Context: an optimization exercise on an open-source flow, tuned for small area and a short achievable clock period. The choices shown serve that exercise and are no tape-out recipe.
The RTL was checked by simulation tests, not by an equivalence proof against the original design.
Power is estimated from default activity; no workload was simulated.

==> design.v <==
module fir_out_capture #(
  parameter int DEPTH = 128,
  parameter int IN_W  = 54,
  parameter int OUT_W = 18,
  parameter int SHIFT = 8,
  localparam int ADR_W = $clog2(DEPTH)
) (
  input  logic                    clk,
  input  logic                    rst,
  input  logic                    arm,
  input  logic [ADR_W-1:0]        len,
  input  logic signed [IN_W-1:0]  din,
  input  logic                    din_valid,
  input  logic                    rd_en,
  input  logic [ADR_W-1:0]        rd_adr,
  output logic signed [OUT_W-1:0] rd_data,
  output logic                    rd_valid,
  output logic                    busy,
  output logic                    done,
  output logic                    sat_flag,
  output logic [ADR_W:0]          wr_cnt
);
  typedef enum logic [1:0] {S_IDLE, S_CAPTURE, S_DONE} state_t;
  localparam logic signed [IN_W:0] RND =
    (SHIFT == 0) ? '0 : ((IN_W+1)'(1) << ((SHIFT == 0) ? 0 : SHIFT - 1));
  localparam logic signed [IN_W:0] SAT_MAX = (IN_W+1)'(2**(OUT_W-1) - 1);
  localparam logic signed [IN_W:0] SAT_MIN = ~SAT_MAX;
  localparam logic [ADR_W:0]       CNT_ONE = (ADR_W+1)'(1);
  function automatic logic [OUT_W:0] scale_sat(input logic signed [IN_W-1:0] x);
    logic signed [IN_W:0] t;
    t = $signed({x[IN_W-1], x}) + RND;
    t = t >>> SHIFT;
    if (t > SAT_MAX)      scale_sat = {1'b1, SAT_MAX[OUT_W-1:0]};
    else if (t < SAT_MIN) scale_sat = {1'b1, SAT_MIN[OUT_W-1:0]};
    else                  scale_sat = {1'b0, t[OUT_W-1:0]};
  endfunction
  state_t                  state_q, state_d;
  logic [ADR_W-1:0]        len_q;
  logic [ADR_W:0]          wr_cnt_q;
  logic [ADR_W:0]          acc_cnt_q;
  logic                    sat_q;
  logic                    vld_p0;
  logic signed [OUT_W-1:0] data_p0;
  logic                    sat_p0;
  logic signed [OUT_W-1:0] rd_data_q;
  logic                    rd_valid_q;
  logic [OUT_W:0]          scaled;
  logic                    start, last_wr, accept;
  logic signed [OUT_W-1:0] mem [DEPTH];
  assign scaled = scale_sat(din);
  always_comb begin
    state_d = state_q;
    start   = 1'b0;
    last_wr = 1'b0;
    accept  = (state_q == S_CAPTURE) && din_valid && (acc_cnt_q <= {1'b0, len_q});
    case (state_q)
      S_IDLE, S_DONE: begin
        if (arm) begin
          state_d = S_CAPTURE;
          start   = 1'b1;
        end
      end
      S_CAPTURE: begin
        if (vld_p0 && (wr_cnt_q[ADR_W-1:0] == len_q)) begin
          last_wr = 1'b1;
          state_d = S_DONE;
        end
      end
      default: state_d = S_IDLE;
    endcase
  end
  always_ff @(posedge clk or negedge rst) begin
    if (!rst) begin
      state_q    <= S_IDLE;
      len_q      <= '0;
      wr_cnt_q   <= '0;
      acc_cnt_q  <= '0;
      sat_q      <= 1'b0;
      vld_p0     <= 1'b0;
      data_p0    <= '0;
      sat_p0     <= 1'b0;
      rd_data_q  <= '0;
      rd_valid_q <= 1'b0;
    end else begin
      state_q <= state_d;
      vld_p0  <= accept;
      data_p0 <= scaled[OUT_W-1:0];
      sat_p0  <= accept & scaled[OUT_W];
      if (start) begin
        len_q     <= len;
        wr_cnt_q  <= '0;
        acc_cnt_q <= '0;
        sat_q     <= 1'b0;
      end else begin
        if (accept) acc_cnt_q <= acc_cnt_q + CNT_ONE;
        if (vld_p0) wr_cnt_q  <= wr_cnt_q + CNT_ONE;
        sat_q <= sat_q | sat_p0;
      end
      rd_valid_q <= rd_en;
      if (rd_en) rd_data_q <= mem[rd_adr];
    end
  end
  always_ff @(posedge clk) begin
    if (vld_p0 && (state_q == S_CAPTURE)) mem[wr_cnt_q[ADR_W-1:0]] <= data_p0;
  end
  assign rd_data  = rd_data_q;
  assign rd_valid = rd_valid_q;
  assign busy     = (state_q == S_CAPTURE);
  assign done     = (state_q == S_DONE);
  assign sat_flag = sat_q;
  assign wr_cnt   = wr_cnt_q;
endmodule
==> run.sh <==
#!/bin/bash
# synth_recipe.tcl (not shown) runs the flow's synth.tcl, then flattens the netlist and writes it again
# the make line also repeats each setting of config.mk as NAME=value (left out here)
make -C /OpenROAD-flow-scripts/flow DESIGN_CONFIG=/design/flow/config.mk WORK_HOME=/design/flow/orfs CLKGATE_MAP_FILE= SYNTH_SCRIPT=/design/flow/synth_recipe.tcl finish
==> config.mk <==
export PLATFORM = sky130hd
export DESIGN_NAME = fir_out_capture
export DESIGN_NICKNAME = fir_out_capture
export VERILOG_FILES = /design/flow/design.v
export SDC_FILE = /design/flow/constraint.sdc
export NUM_CORES = 4
export LEC_CHECK = 0
export CAP_MARGIN = 20
export CORE_MARGIN = 2
export CORE_UTILIZATION = 40
export SLEW_MARGIN = 20
==> constraint.sdc <==
create_clock -name core_clock -period 3.2 [get_ports {clk}]
set_input_delay 0.6400 -clock core_clock [delete_from_list [all_inputs] [get_ports {clk}]]
set_output_delay 0.6400 -clock core_clock [all_outputs]
set_load 0.01 [all_outputs]
==> notes.md <==
## final cells by class
cell class,count,area [um^2],share of cell area
clock buffer,305,6100,0.0561
sequential,2369,70900,0.651
antenna,5,12.5,0.000115
clock inverter,114,1000,0.00919
timing repair buffer,592,6290,0.0578
multi-input combinational,1329,20700,0.190
tap,3026,3790,0.0348
inverter,18,67.6,0.000621
## logic make-up (layout without fill, tap and decap cells)
group	after synthesis	after routing	synth area share
AO/OA/AOI/OAI	92	92	0.00641
XOR/XNOR	49	49	0.00466
adder cells (fa/ha/maj)	10	10	0.00136
buffers and inverters	231	1029	0.00983
flip-flops	2369	2369	0.770
multiplexers	761	761	0.186
other	0	5	0
AND/OR/NAND/NOR	417	417	0.0225
## power by group
group	internal, mW	switching (mW)	leakage [nW]
registers	34.7	0.622	21.3
logic	2.21	3.04	9.23
clock network	14.5	11.3	3.47
total	51.4	15.0	34.0
## layer usage
layer | up-vias | share of wire | routed length (um)
met3 | 302 | 0.065 | 15000
met1 | 24200 | 0.42 | 96800
li1 | 18000 | - | -
met4 | 2 | 0.027 | 6270
met5 | - | 0.000039 | 9
met2 | 1633 | 0.49 | 115000
## per-stage QoR
stage / TNS [ps] / hold WS (ps)
floorplan: -580 / 344
global placement: -17580 / 457
detailed placement: -18110 / 475
CTS: 0 / 314
global route: 0 / 365
finish: 0 / 373
## repair_timing
item / CTS / global route
buffers inserted: 0 / 0
hold buffers: 1 / 0
gates resized for setup: 1 / 1
endpoints found under the setup margin: 1 / 1
endpoints found under the hold margin: 49 / 0
## state kept, by name, summed over array words and instances, names as in the netlist
name	count
mem	2304
data_p0	18
rd_data_q	18
acc_cnt_q	8
wr_cnt_q	8
len_q	7
state_q	2
rd_valid_q	1
sat_p0	1
sat_q	1
vld_p0	1
## worst max-delay path: cells and delay by family
family	cells	cell delay (ps)
buf+inv	2	660
compound gates	2	350
simple gates	7	2180
## path summary, 6_finish.rpt
kind                          endpoint  slack, ps  cells after the start
min in group asynchronous   data_p0[3]        460                      2
max                         data_p0[4]        100                     11
max in group asynchronous   rd_valid_q       1980                      3
min                           len_q[3]        370                      3
min reg2reg                      sat_q        500                      2
max reg2reg                mem[106][5]        550                      5
## cell usage after synthesis, drive strengths merged (27+ instances only)
| cell type | number | area, um^2 |
|---|---|---|
| nor2 | 183 | 687 |
| nand3 | 35 | 175 |
| edfxtp | 2304 | 69200 |
| mux4 | 756 | 17000 |
| nand2 | 58 | 218 |
| o21ai | 32 | 198 |
| buf | 81 | 340 |
| dfrtp | 65 | 1630 |
| nand4 | 27 | 190 |
| xor2 | 30 | 263 |
| nand2b | 27 | 169 |
| clkbuf | 132 | 497 |
==> notes.md <==
Worst hold path class: input pin to register
Crit path top cell by count: nand4_1
Final core occ: 0.475
Post-route setup slack: 99.4 ps
CTS Root Cell: clkbuf_16
Top FF cell, synth: edfxtp_1
GR peak layer: met2
RD Place Congestion: 0.849
H-tree depth: 4
Synthesis-to-finish area growth: 18.3%
Required time of the critical path: 3940 ps
DIE WIDTH: 484 um
Initial DRC count: 5,196
Total gr overflow: 0
Final worst path period share: 0.969
Area post-placement: 102,000 um^2
Post-Syn Area per Cell: 23.4 um^2
Tot GR Track Use: 0.198
Min cycle time layout: 3100 ps
Antenna violations before repair: 21
Initial core utilization: 0.401
FMAX: 323 MHz
Met2 Use GR: 0.325
RSZ-0062 raised after global routing: no
I/O pin cnt: 103
Post-layout nets: 4,617
Vias per inst: 5.69
Place WS: -744 ps
DIE AREA: 234,000 um^2
Slowest-stage cell, CP: or4_4
Layout cells sized above 1: 0.366
Final Max Tran Viols: 0
CP max FO: 17
Met1 GRT Util: 0.279
Setup crit start: din[7]
Ys Warns: 1
Peak supply drop: 0.000575 V
Max Cap Viol: 0
Met3 Use GR: 0.0274
CTS Sinks: 2,369
Critical Path End Type: register
Clock tree buffer depth: 3
Crit Reg-Reg Startpoint: wr_cnt_q[4]
DRC errors left: 0
Row count: 176
Dpl hpwl: 143,000 um
Syn nets: 4,012
Most frequent cells in the layout: 2,304 x edfxtp_1, 756 x mux4_2, 369 x buf_4
Final Instance Area: 109,000 um^2
Cell area after synthesis: 92,000 um^2
Setup Viol. Count Final: 0
CP peak stage delay: 600 ps
Final Hold Viols: 0
Die Y: 484 um
Status: finished clean
CP startpoint kind: input pin
Wirelength, routed: 233,000 um
Vias in the first global route: 44,800
Drt wl/cell: 30.0 um
Core area: 229,000 um^2
Seq/Total Area, Yosys: 0.770
TritonCTS Buffers: 224
Critical path cell sequence: clkdlybuf4s50_1, nand4_1, or4_4, nor4_4, nand4_1, a22o_1, or4_1, and4bb_1, or2_1, buf_12, o21ai_0
Vias: 44,200
TritonCTS clock tree: yes
Tot Pwr: 66.4 mW
Worst-skew pair later-pin latency: 870 ps
Largest net degree at the start of global routing: 82
#FFs+latches synth: 2,369
Most common cell after layout, fill and taps aside: edfxtp_1
Critical Path AT: 3840 ps
# fillers: 18,400
Antenna Nets Post-Route: 0
Worst slew pin tran: 988 ps
Unique masters post-synth: 60
Layout Cells excl Fill: 7,758
First-pass GRT wire length: 332,000 um
Clk_skew: 38.8 ps
P_leak: 34.0 nW
Power Density: 610 nW/um^2
Cells after synthesis: 3,929
Clock slew at reported path FFs: 60 ps
Slew HR: 0.342
Placed cells: 7,333
Critical path class: input pin to register
Number of synthesized flops with an enable pin: 2,304
Hold path start: len[3]
Async S/R FF share, synth: 0.0274
Port bufs: 95
Pre-antenna DRT Iters: 6

separate check: timing with driven ports:
The results above use ideal ports. As a check the final layout listed here was re-extracted and re-timed, cells and wires unchanged.
Step 1: set_driving_cell puts a clkbuf_16 on clk and a buf_2 on each other input, an assumption about the parent block.
Step 2 adds t to the input delays and takes it off the output delays; t is the mean of the earliest and latest rising clock arrival at the registers after step 1. Input paths then give back, and output paths get back, about the clock's delay inside the block.
a / b / c = ideal ports / drivers / drivers and shift; a / b = the first two.
shift t [ns]: 0.927
setup slack, ns: 0.099 / 0.080 / -0.772
cell pins on the clock port's net: 1
With both steps, setup timing fails in this run, where it was met with ideal ports. For this run, drivers alone change the setup slack by -0.019 ns; drivers and shift together by -0.871 ns.
